Background: an optimization exercise with open tools, aiming at small area, a short achievable clock period and few clock cycles. Do not read the settings as production practice. The RTL was checked by simulation tests, not by an equivalence proof against the original design. Power is estimated from default activity; no workload was simulated.

==> flow/design.v (excerpt) <==
module cavlc_residual_top (
	input  logic                       clk,
	input  logic                       rst_n,
	input  logic                       start_i,
	input  logic [256-1:0]    block_i,      
	input  logic                       flush_i,
	output logic                       busy_o,
	output logic [7:0]                 byte_o,
	output logic                       byte_we_o,
	output logic                       block_done_o,
	output logic [9-1:0] block_bits_o
);
Size in the first run: ~2500 cells after synthesis, about 27000 um^2 of cells after synthesis.
==> module cavlc_block_scan, before the edit <==
module cavlc_block_scan (
	input  logic         clk,
	input  logic         rst_n,
	input  logic         start_i,
	input  logic [256-1:0] block_i,
	input  logic         adv_i,           
	input  logic         adv_safe_i,      
	output logic         busy_o,
	output logic         tok_v_o,         
	output logic         tok_t1_o,        
	output logic         tok_last_o,      
	output logic         tok_first_o,     
	output logic         tok_adj_o,       
	output logic [11:0]  tok_cnt4_o,      
	output logic [15:0]  tok_data_o,      
	output logic [4:0]   tok_sg_o,        
	output logic         tok_ab_o,        
	output logic         tok_s2_o         
);
	logic [256-1:0] blk_q;
	logic [15:0] nz_q;         
	logic [15:0] one_q;        
	logic [15:0] sign_q;       
	logic        run2_q;       
	logic        have_q;       
	logic        first_q;      
	logic        pend_q;       
	logic        adj_q;
	logic        lastnext_q;   
	function automatic logic [4:0] therm_add(input logic [4:0] a, input logic [4:0] b);
		logic [5:0] ta, tb;
		logic [4:0] t;
		ta = {a, 1'b1};    
		tb = {b, 1'b1};
		for (int i = 1; i <= 5; i++) begin
			t[i-1] = 1'b0;
			for (int j = 0; j <= i; j++)
				t[i-1] = t[i-1] | (ta[j] & tb[i-j]);
		end
		therm_add = t;
	endfunction
	function automatic logic [4:0] therm16(input logic [15:0] x);
		logic [39:0] l1;
		logic [19:0] l2;
		logic [9:0]  l3;
		for (int i = 0; i < 8; i++)
			l1[5*i +: 5] = therm_add({4'd0, x[2*i]}, {4'd0, x[2*i+1]});
		for (int i = 0; i < 4; i++)
			l2[5*i +: 5] = therm_add(l1[10*i +: 5], l1[10*i+5 +: 5]);
		for (int i = 0; i < 2; i++)
			l3[5*i +: 5] = therm_add(l2[10*i +: 5], l2[10*i+5 +: 5]);
		therm16 = therm_add(l3[4:0], l3[9:5]);
	endfunction
	function automatic logic [15:0] or_above(input logic [15:0] x);
		logic [15:0] y;
		for (int k = 0; k < 16; k++)
			y[k] = |(x >> (k + 1));
		or_above = y;
	endfunction
	function automatic logic [15:0] or_below(input logic [15:0] x);
		logic [15:0] y;
		for (int k = 0; k < 16; k++)
			y[k] = |(x << (16 - k));
		or_below = y;
	endfunction
	logic [15:0] nz_in, one_in;
	logic [4:0]  th_in;
	logic        ln_in;
	always_comb begin
		for (int k = 0; k < 16; k++) begin
			nz_in[k]  = |block_i[16*k +: 16];
			one_in[k] = block_i[16*k] &
				((block_i[16*k+1 +: 15] == 15'd0) || (block_i[16*k+1 +: 15] == 15'h7fff));
		end
		th_in = therm16(nz_in);
		ln_in = !th_in[1] || (!th_in[2] && (nz_in & ~or_below(nz_in) & one_in) != 16'd0);
	end
	logic [15:0] a1, a2, sel2one;
	logic [4:0]  th;
	logic        ge2, ge3, ge4, ge5, botone;
	logic [15:0] sel1, t1pos, rem;
	logic        top_one, two, is_t1, single, last, rem_le1;
	logic [1:0]  t1cnt;
	logic [2:0]  signs;
	logic        s1, s2;
	logic [23:0] c2;
	logic [11:0] c4;
	logic [15:0] coef;
	always_comb begin
		a1  = or_above(nz_q);                  
		a2  = or_above(nz_q & a1);             
		th  = therm16(nz_q);
		ge2 = th[1];
		ge3 = th[2];
		ge4 = th[3];
		ge5 = th[4];
		botone = (nz_q & ~or_below(nz_q) & one_q) != 16'd0;
		sel1    = nz_q & ~a1;
		top_one = (sel1 & one_q) != 16'd0;
		sel2one = nz_q & a1 & ~a2 & one_q;
		t1pos   = sel1 | sel2one;
		two     = sel2one != 16'd0;
		s1 = |(sel1 & sign_q);
		s2 = |(sel2one & sign_q);
		if (first_q) begin
			is_t1 = (nz_q == 16'd0) || top_one;
			t1cnt = (nz_q == 16'd0) ? 2'd0 : (two ? 2'd2 : 2'd1);
			signs = two ? {1'b0, s1, s2} : {2'b0, s1};
		end else begin
			is_t1 = run2_q && top_one;
			t1cnt = 2'd1;
			signs = {2'b0, s1};
		end
		for (int i = 0; i < 8; i++)
			c2[3*i +: 3] = 3'(nz_q[2*i]) + 3'(nz_q[2*i+1]);
		for (int i = 0; i < 4; i++)
			c4[3*i +: 3] = c2[6*i +: 3] + c2[6*i+3 +: 3];
		single = !first_q && run2_q && top_one;
		rem = nz_q & ~(single ? sel1 : t1pos);
		if (!single && two) begin
			last    = ~ge3;
			rem_le1 = ~ge4 || (!is_t1 && botone && !ge5);
		end else begin
			last    = ~ge2;
			rem_le1 = ~ge3 || (botone && !ge4);
		end
		coef = '0;
		for (int k = 0; k < 16; k++)
			coef = coef | (blk_q[16*k +: 16] & {16{sel1[k]}});
	end
	logic busy_q, accept, issue, have_d, lastnext_d;
	assign busy_o = busy_q;
	assign accept = start_i & ~busy_q;
	assign issue  = adv_i & have_q;
	always_comb begin
		if (accept) begin
			have_d     = 1'b1;
			lastnext_d = ln_in;
		end else if (issue) begin
			have_d     = ~last;
			lastnext_d = rem_le1;
		end else begin
			have_d     = have_q;
			lastnext_d = lastnext_q;
		end
	end
	always_ff @(posedge clk or negedge rst_n) begin
		if (!rst_n) begin
			have_q     <= 1'b0;
			first_q    <= 1'b0;
			pend_q     <= 1'b0;
			lastnext_q <= 1'b0;
			run2_q     <= 1'b0;
			busy_q     <= 1'b0;
			tok_v_o    <= 1'b0;
		end else begin
			have_q     <= have_d;
			lastnext_q <= lastnext_d;
			busy_q     <= have_d & ~(lastnext_d & adv_safe_i);
			if (accept) begin
				first_q    <= 1'b1;
				pend_q     <= 1'b0;
				run2_q     <= 1'b0;
			end else if (issue) begin
				first_q    <= 1'b0;
				pend_q     <= is_t1;
				run2_q     <= first_q && top_one && two;
			end
			if (adv_i)
				tok_v_o <= have_q;
		end
	end
	always_ff @(posedge clk) begin
		if (~busy_q) begin
			blk_q <= block_i;
			nz_q  <= nz_in;
			one_q <= one_in;
			for (int k = 0; k < 16; k++)
				sign_q[k] <= block_i[16*k+15];
		end else if (issue) begin
			nz_q  <= rem;
		end
		if (issue && first_q)
			tok_cnt4_o <= c4;
		if (issue && is_t1)
			adj_q <= first_q;
		if (issue) begin
			tok_t1_o    <= is_t1;
			tok_last_o  <= last;
			tok_first_o <= ~is_t1 & (first_q | pend_q | run2_q);
			tok_adj_o   <= first_q | adj_q | run2_q;
			tok_data_o  <= coef;
			tok_sg_o    <= {t1cnt, signs};
			tok_ab_o    <= ~is_t1 & two;
			tok_s2_o    <= s2;
		end
	end
endmodule
Settings: LEC_CHECK=0, CAP_MARGIN=20, CORE_MARGIN=2, CORE_UTILIZATION=40, SETUP_SLACK_MARGIN=5, SLEW_MARGIN=20; clock period 11.0 ns.
run.sh (not shown) runs the stock make flow with config.mk's settings and CLKGATE_MAP_FILE= SYNTH_SCRIPT=/design/flow/synth_recipe.tcl, a recipe that flattens the netlist after the stock synthesis.
Testbench counts at the start, summed over its fixed seeds: cycles 5,573.
==> next run, changes <==
--- a/flow/design.v
+++ b/flow/design.v
@@ -132,13 +132,13 @@
 		for (int k = 0; k < 16; k++) begin
 			nz_in[k]  = |block_i[16*k +: 16];
 			one_in[k] = block_i[16*k] &
 				((block_i[16*k+1 +: 15] == 15'd0) || (block_i[16*k+1 +: 15] == 15'h7fff));
 		end
 		th_in = therm16(nz_in);
-		ln_in = !th_in[1] || (!th_in[2] && (nz_in & ~or_below(nz_in) & one_in) != 16'd0);
+		ln_in = !th_in[1];
 	end
 	logic [15:0] a1, a2, sel2one;
 	logic [4:0]  th;
 	logic        ge2, ge3, ge4, ge5, botone;
 	logic [15:0] sel1, t1pos, rem;
 	logic        top_one, two, is_t1, single, last, rem_le1;
Result:
- The changed run produced a clean layout
- clock-buffer cell count stays the same
- fmax grows by 13%
- die area shrinks by 0.82%
- cell area stays flat
- critical path depth grows by 4
- sequential power is about the same
- setup slack gains 610 ps
- hold slack barely changes
- global-route usage shrinks by 0.48 points
- synthesized cell count shrinks by 2.9%
Testbench counts after the change, summed over its fixed seeds: cycles 5,736.

what the ideal ports hide:
Ports are ideal in the flow. The routed layouts listed here were re-timed in OpenROAD.
Step 1 (the two cells are an assumption about what drives the block):
set clk [get_ports {clk}]
set_driving_cell -lib_cell sky130_fd_sc_hd__clkbuf_16 $clk
set_driving_cell -lib_cell sky130_fd_sc_hd__buf_2 [delete_from_list [all_inputs] $clk]
Step 2 times the ports against the registers' clock, not the clock port: input delays grow and output delays shrink by t, the midpoint of the rising clock arrivals with the driver on.
Slacks: ideal ports / drivers / drivers and shift; pairs: ideal ports / drivers.
| run | t (ns) | setup WS [ns] | latest minus earliest clock arrival (ns) | worst data-port slew with drivers (ns) |
|---|---|---|---|---|
| the first run | 0.673 | 5.581 / 5.621 / 4.947 | 0.038 / 0.037 | 0.09 |
| the second run | 0.673 | 6.189 / 6.189 / 5.637 | 0.025 / 0.025 | 0.08 |
After both steps setup and hold are still met in every run listed. The setup slack of the first run, which loses most, moves by +0.040 ns with the drivers and by -0.634 ns with both steps.
